Background: an optimization exercise with open tools, aiming at small area, a short achievable clock period and few clock cycles per item. Do not read the settings as production practice.
Function was checked by simulation only, so behaviour that the tests miss may differ from the original.

==> branch pepper <==
==> flow/design.v <==
`default_nettype none
package axi_wr_pkg;
    localparam int ADDR_W   = 32;
    localparam int DATA_W   = 32;
    localparam int STRB_W   = DATA_W / 8;
    localparam int ID_W     = 4;
    localparam int LEN_W    = 8;
    localparam int SIZE_W   = 3;
    localparam int MAX_SIZE = 2;
    localparam int PAGE_BIT = 12;
    localparam int AW_DEPTH = 4;
    localparam int W_DEPTH  = 16;
    localparam int B_DEPTH  = 4;
    localparam int AW_W  = ID_W + ADDR_W + LEN_W + SIZE_W + 2;
    localparam int W_W   = DATA_W + STRB_W + 1;
    localparam int B_W   = ID_W + 2;
    localparam int MEM_W = ID_W + ADDR_W + DATA_W + STRB_W + 1;
    typedef enum logic [1:0] {
        FIXED = 2'b00,
        INCR  = 2'b01,
        WRAP  = 2'b10,
        RSVD  = 2'b11
    } burst_e;
    typedef enum logic [1:0] {
        OKAY   = 2'b00,
        SLVERR = 2'b10
    } resp_e;
    typedef struct packed {
        logic [ID_W-1:0]   id;
        logic [ADDR_W-1:0] addr;
        logic [LEN_W-1:0]  len;
        logic [SIZE_W-1:0] size;
        burst_e            burst;
    } aw_cmd_t;
    typedef struct packed {
        logic [DATA_W-1:0] data;
        logic [STRB_W-1:0] strb;
        logic              last;
    } w_beat_t;
    typedef struct packed {
        logic [ID_W-1:0] id;
        resp_e           resp;
    } b_resp_t;
    typedef struct packed {
        logic [ID_W-1:0]   id;
        logic [ADDR_W-1:0] addr;
        logic [DATA_W-1:0] data;
        logic [STRB_W-1:0] strb;
        logic              last;
    } mem_wr_t;
endpackage
`default_nettype wire
`timescale 1ns/1ps
`default_nettype none
module sync_fifo #(
    parameter int WIDTH = 8,
    parameter int DEPTH = 4
) (
    input  wire logic             clk,
    input  wire logic             rst_n,
    input  wire logic             push,
    input  wire logic [WIDTH-1:0] din,
    output logic                  full,
    input  wire logic             pop,
    output logic      [WIDTH-1:0] dout,
    output logic                  empty
);
    logic [WIDTH-1:0]           mem [DEPTH];
    logic [$clog2(DEPTH)-1:0]   wr_ptr;
    logic [$clog2(DEPTH)-1:0]   rd_ptr;
    logic [$clog2(DEPTH+1)-1:0] count;
    logic                       do_push;
    logic                       do_pop;
    assign do_push = push && !full;
    assign do_pop  = pop && !empty;
    assign full  = (count == DEPTH);
    assign empty = (count == '0);
    assign dout  = mem[rd_ptr];
    always_ff @(posedge clk) begin
        if (do_push) begin
            mem[wr_ptr] <= din;
        end
    end
    always_ff @(posedge clk or negedge rst_n) begin
        if (!rst_n) begin
            wr_ptr <= '0;
            rd_ptr <= '0;
            count  <= '0;
        end else begin
            if (do_push) begin
                wr_ptr <= (wr_ptr == DEPTH - 1) ? '0 : wr_ptr + 1'b1;
            end
            if (do_pop) begin
                rd_ptr <= (rd_ptr == DEPTH - 1) ? '0 : rd_ptr + 1'b1;
            end
            case ({do_push, do_pop})
                2'b10:   count <= count + 1'b1;
                2'b01:   count <= count - 1'b1;
                default: count <= count;
            endcase
        end
    end
endmodule
`default_nettype wire
`timescale 1ns/1ps
`default_nettype none
module aw_decode (
    input  wire logic [axi_wr_pkg::SIZE_W-1:0]    size,
    input  wire logic [1:0]                       burst,
    input  wire logic [axi_wr_pkg::PAGE_BIT-1:0]  cur_addr,
    input  wire logic                             advance,
    output logic      [axi_wr_pkg::PAGE_BIT-1:0]  nxt_addr,
    output logic                                  carry
);
    localparam int PB = axi_wr_pkg::PAGE_BIT;
    logic [PB-1:0] low;      
    logic [PB-1:0] ones;     
    logic [PB:0]   run;      
    logic          step;     
    logic          go;       
    always_comb begin
        low     = '0;
        low[0]  = size[2] || size[1] || size[0];
        low[1]  = size[2] || size[1];
        low[2]  = size[2] || (size[1] && size[0]);
        low[3]  = size[2];
        low[4]  = size[2] && (size[1] || size[0]);
        low[5]  = size[2] && size[1];
        low[6]  = size[2] && size[1] && size[0];
        ones = cur_addr | low;
        run[0] = 1'b1;
        for (int i = 0; i < PB; i++) begin
            run[i+1] = run[i] && ones[i];
        end
        step = (burst != axi_wr_pkg::FIXED);
        carry = step && run[PB];
        go    = advance && !carry;
        for (int i = 0; i < PB; i++) begin
            nxt_addr[i] = !low[i] && (cur_addr[i] ^ (step && go && run[i]));
        end
    end
endmodule
`default_nettype wire
`timescale 1ns/1ps
`default_nettype none
module burst_engine (
    input  wire logic                      clk,
    input  wire logic                      rst_n,
    input  wire axi_wr_pkg::aw_cmd_t       cmd,
    input  wire logic                      cmd_valid,
    output logic                           cmd_ready,
    input  wire axi_wr_pkg::w_beat_t       beat,
    input  wire logic                      beat_valid,
    output logic                           beat_ready,
    output axi_wr_pkg::mem_wr_t            mem,
    output logic                           mem_we,
    input  wire logic                      mem_ready,
    output logic                           resp_valid,
    input  wire logic                      resp_ready
);
    localparam int PB = axi_wr_pkg::PAGE_BIT;
    logic                           burst_q;     
    logic                           resp_q;      
    logic                           first;       
    logic                           last;        
    logic [axi_wr_pkg::LEN_W-1:0]   rem_q;
    logic                           use_cmd_q;
    logic [PB-1:0]                  addr_q;
    logic                           burst_d;
    logic                           resp_d;
    logic                           use_cmd_d;
    logic [PB-1:0]                  cur_addr;
    logic [PB-1:0]                  nxt_addr;
    logic                           carry;
    logic                           issue;
    logic                           wr;
    logic [axi_wr_pkg::LEN_W-1:0]   rem_dec;
    logic [axi_wr_pkg::LEN_W:0]     borrow;
    assign first    = !(burst_q || resp_q);
    assign last     = burst_q && (rem_q == 8'd1);
    assign cur_addr = use_cmd_q ? cmd.addr[PB-1:0] : addr_q;
    aw_decode u_aw_decode (
        .size     (cmd.size),
        .burst    (cmd.burst),
        .cur_addr (cur_addr),
        .advance  (wr),
        .nxt_addr (nxt_addr),
        .carry    (carry)
    );
    assign issue      = beat_valid && (burst_q || (cmd_valid && !resp_q));
    assign mem_we     = rst_n && issue;
    assign wr         = issue && mem_ready;
    assign beat_ready = wr;
    assign resp_valid = resp_q || (last && beat_valid && mem_ready);
    assign cmd_ready  = resp_valid && resp_ready;
    always_comb begin
        mem.id   = cmd.id;
        mem.addr = {cmd.addr[axi_wr_pkg::ADDR_W-1:PB], cur_addr};
        mem.data = beat.data;
        mem.strb = beat.strb;
        mem.last = beat.last;
    end
    always_comb begin
        burst_d = burst_q;
        resp_d  = resp_q;
        if (cmd_ready) begin
            burst_d = 1'b0;
            resp_d  = 1'b0;
        end else if (wr && (first || last)) begin
            burst_d = first && (cmd.len != 8'd0);
            resp_d  = !(first && (cmd.len != 8'd0));
        end
        use_cmd_d = !(burst_d || resp_d) || (first ? carry : use_cmd_q);
    end
    always_ff @(posedge clk or negedge rst_n) begin
        if (!rst_n) begin
            burst_q   <= 1'b0;
            resp_q    <= 1'b0;
            use_cmd_q <= 1'b1;
        end else begin
            burst_q   <= burst_d;
            resp_q    <= resp_d;
            use_cmd_q <= use_cmd_d;
        end
    end
    always_comb begin
        borrow[0] = wr;
        for (int i = 0; i < axi_wr_pkg::LEN_W; i++) begin
            rem_dec[i]  = rem_q[i] ^ borrow[i];
            borrow[i+1] = borrow[i] && !rem_q[i];
        end
    end
    always_ff @(posedge clk) begin
        rem_q  <= first ? cmd.len : rem_dec;
        addr_q <= nxt_addr;
    end
endmodule
`default_nettype wire
`timescale 1ns/1ps
`default_nettype none
module wresp_gen (
    input  wire axi_wr_pkg::aw_cmd_t         cmd,
    output axi_wr_pkg::b_resp_t              b
);
    logic size_err;
    assign size_err = cmd.size[2] || (cmd.size[1] && cmd.size[0]);
    assign b.id     = cmd.id;
    assign b.resp   = size_err ? axi_wr_pkg::SLVERR : axi_wr_pkg::OKAY;
endmodule
`default_nettype wire
`timescale 1ns/1ps
`default_nettype none
module axi_wr_slave (
    input  wire logic                  clk,
    input  wire logic                  rst_n,
    input  wire axi_wr_pkg::aw_cmd_t   aw,
    input  wire logic                  aw_valid,
    output logic                       aw_ready,
    input  wire axi_wr_pkg::w_beat_t   w,
    input  wire logic                  w_valid,
    output logic                       w_ready,
    output axi_wr_pkg::b_resp_t        b,
    output logic                       b_valid,
    input  wire logic                  b_ready,
    output axi_wr_pkg::mem_wr_t        mem,
    output logic                       mem_we,
    input  wire logic                  mem_ready
);
    burst_engine u_burst_engine (
        .clk        (clk),
        .rst_n      (rst_n),
        .cmd        (aw),
        .cmd_valid  (aw_valid),
        .cmd_ready  (aw_ready),
        .beat       (w),
        .beat_valid (w_valid),
        .beat_ready (w_ready),
        .mem        (mem),
        .mem_we     (mem_we),
        .mem_ready  (mem_ready),
        .resp_valid (b_valid),
        .resp_ready (b_ready)
    );
    wresp_gen u_wresp_gen (
        .cmd (aw),
        .b   (b)
    );
endmodule
`default_nettype wire
==> flow/flow/run.sh <==
#!/bin/bash
# Layout flow: the standard flow, with three changes in how the layout
# is made:
#  - after the standard synthesis, the combinational logic is mapped again
#    by ABC with its area-only mapper (the registers are kept as they are, same cells and
#    names), and the rest of the flow starts from that netlist;
#  - the port buffers are inserted as buf_1 cells instead of the default
#    delay buffers;
#  - timing repair only resizes cells and swaps pins;
#  - clock tree synthesis may use one large buffer for the few registers.
# Each tool's output goes to a log file of its own in this folder.
set -euo pipefail

export BUFFER_PORTS_ARGS="-buffer_cell sky130_fd_sc_hd__buf_1"
export SETUP_MOVE_SEQUENCE="sizeup,swap"
export CTS_ARGS="-sink_clustering_enable -repair_clock_nets -root_buf sky130_fd_sc_hd__clkbuf_16 -buf_list sky130_fd_sc_hd__clkbuf_16 -sink_clustering_size 30 -sink_clustering_max_diameter 300"

RES=orfs/results/${FLOW_PLATFORM}/axi_wr_slave/base
LOGS=orfs/logs/${FLOW_PLATFORM}/axi_wr_slave/base
LIB=${FLOW_HOME}/platforms/${FLOW_PLATFORM}/lib/sky130_fd_sc_hd__tt_025C_1v80.lib
YOSYS=${FLOW_HOME}/../tools/install/yosys/bin/yosys
[[ -x $YOSYS ]] || YOSYS=yosys

# 1. Standard synthesis
bash standard.sh synth > synth.log 2>&1

# 2. Map the combinational logic again, for area
cp $RES/1_2_yosys.v $RES/1_2_yosys_std.v
DONT_USE=$(grep -m1 -o "^abc -script .*" $LOGS/1_2_yosys.log | grep -o -- "-dont_use [^ ]*" | tr '\n' ' ')
cat > reabc.ys <<EOS
read_liberty -ignore_miss_func $LIB
blackbox sky130_fd_sc_hd__*df* sky130_fd_sc_hd__*dl* sky130_fd_sc_hd__conb_1
read_verilog $RES/1_2_yosys_std.v
hierarchy -top ${FLOW_TOP}
flatten
opt -purge
abc -liberty $LIB $DONT_USE -script +strash;ifraig;dc2;rewrite,-z;refactor,-z;dch,-f;amap
read_liberty -lib -overwrite $LIB
opt_clean -purge
setundef -zero
splitnets
opt_clean -purge
hilomap -singleton -hicell sky130_fd_sc_hd__conb_1 HI -locell sky130_fd_sc_hd__conb_1 LO
insbuf -buf sky130_fd_sc_hd__buf_4 A X
check -assert
stat -liberty $LIB
write_verilog -noattr -nohex -nodec $RES/1_2_yosys.v
EOS
$YOSYS -s reabc.ys > reabc.log 2>&1

# 3. Rebuild the synthesis database from the new netlist, then the rest
rm -f $RES/1_synth.odb
bash standard.sh synth > synth_odb.log 2>&1
bash standard.sh > standard.log 2>&1
==> flow/standard.sh <==
#!/bin/bash
# synth_recipe.tcl (not shown) runs the flow's synth.tcl, then flattens the netlist and writes it again
# the make line also repeats each setting of config.mk as NAME=value (left out here)
make -C /OpenROAD-flow-scripts/flow DESIGN_CONFIG=/design/flow/config.mk WORK_HOME=/design/flow/orfs CLKGATE_MAP_FILE= SYNTH_SCRIPT=/design/flow/synth_recipe.tcl "${@:-finish}"
==> flow/config.mk <==
export PLATFORM = sky130hd
export DESIGN_NAME = axi_wr_slave
export DESIGN_NICKNAME = axi_wr_slave
export VERILOG_FILES = /design/flow/design.v
export SDC_FILE = /design/flow/constraint.sdc
export NUM_CORES = 4
export LEC_CHECK = 0
export ABC_AREA = 1
export CAP_MARGIN = 20
export CORE_MARGIN = 2
export CORE_UTILIZATION = 40
export SETUP_SLACK_MARGIN = 2.6
export SLEW_MARGIN = 20
==> flow/constraint.sdc <==
create_clock -name core_clock -period 5.5 [get_ports {clk}]
set_input_delay 1.1000 -clock core_clock [delete_from_list [all_inputs] [get_ports {clk}]]
set_output_delay 1.1000 -clock core_clock [all_outputs]
set_load 0.01 [all_outputs]
==> inputs of branch raven, as changes to branch pepper <==
--- a/flow/flow/run.sh
+++ b/flow/flow/run.sh
@@ -6,14 +6,12 @@
 #    names), and the rest of the flow starts from that netlist;
 #  - the port buffers are inserted as buf_1 cells instead of the default
 #    delay buffers;
-#  - timing repair only resizes cells and swaps pins;
-#  - clock tree synthesis may use one large buffer for the few registers.
+#  - timing repair only resizes cells and swaps pins.
 # Each tool's output goes to a log file of its own in this folder.
 set -euo pipefail
 
 export BUFFER_PORTS_ARGS="-buffer_cell sky130_fd_sc_hd__buf_1"
-export SETUP_MOVE_SEQUENCE="sizeup,swap"
-export CTS_ARGS="-sink_clustering_enable -repair_clock_nets -root_buf sky130_fd_sc_hd__clkbuf_16 -buf_list sky130_fd_sc_hd__clkbuf_16 -sink_clustering_size 30 -sink_clustering_max_diameter 300"
+export SETUP_MOVE_SEQUENCE="unbuffer,sizeup,swap,buffer,clone"
 
 RES=orfs/results/${FLOW_PLATFORM}/axi_wr_slave/base
 LOGS=orfs/logs/${FLOW_PLATFORM}/axi_wr_slave/base
--- a/flow/config.mk
+++ b/flow/config.mk
@@ -8,6 +8,7 @@
 export ABC_AREA = 1
 export CAP_MARGIN = 20
 export CORE_MARGIN = 2
-export CORE_UTILIZATION = 40
+export CORE_UTILIZATION = 50
+export CTS_BUF_LIST = sky130_fd_sc_hd__clkbuf_8
 export SETUP_SLACK_MARGIN = 2.6
 export SLEW_MARGIN = 20
==> results.ini <==
[clocking]
clock-root-buffer=clkbuf_16
cts_resized=8

[global_route]
first_global_vias=1242

[die]
fp.coreArea_um2=4090
nWellTaps=50
num_rows=23

[worst_setup_path]
cpPeakStageDelay_ns=0.16
startpoint=w_valid

[sta]
max_freq_mhz=354

[pwr]
p_int_uw=489

[routing]
route.met2.wl_um=1470

[run_status]
outcome=finished clean

[cells_and_area]
layoutNonFillerInstCount=257

# the run above: branch pepper

==> results.ini <==
[run_status]
outcome=finished clean

[die]
fp.coreArea_um2=3340
nWellTaps=46
num_rows=21

[routing]
route.met2.wl_um=1800

[worst_setup_path]
startpoint=u_burst_engine.use_cmd_q
cpPeakStageDelay_ns=0.73

[cells_and_area]
layoutNonFillerInstCount=258

[sta]
max_freq_mhz=356

[clocking]
cts_resized=5
clock-root-buffer=clkbuf_8

[pwr]
p_int_uw=445

[global_route]
first_global_vias=1219

# the run above: branch raven

Testbench counts of branch pepper, summed over its fixed seeds: cycles 15,030, beats 13,386.
Testbench counts of branch raven, summed over its fixed seeds: cycles 15,030, beats 13,386.

re-timing with driven ports:
No port has a modelled driver above. Below, the same layouts with a new extraction and two added sets of constraints. Step 1 (the two cells are an assumption about what drives the block):
set clk [get_ports {clk}]
set_driving_cell -lib_cell sky130_fd_sc_hd__clkbuf_16 $clk
set_driving_cell -lib_cell sky130_fd_sc_hd__buf_2 [delete_from_list [all_inputs] $clk]
Step 2 times the ports against the registers' clock, not the clock port: input delays grow and output delays shrink by t, the midpoint of the rising clock arrivals with the driver on. Three values: no drivers, after step 1, after step 2; two values: the first two.
run	shift t [ns]	setup WS [ns]	worst setup path after step 2	latest minus earliest clock arrival (ns)
branch pepper	0.283	2.673 / 2.648 / 2.427	input to register	0.001 / 0.001
branch raven	0.280	2.687 / 2.664 / 2.411	input to register	0.003 / 0.003
After both steps every run listed still meets setup and hold. For branch raven, which loses most, drivers alone change the setup slack by -0.023 ns; drivers and shift together by -0.276 ns.
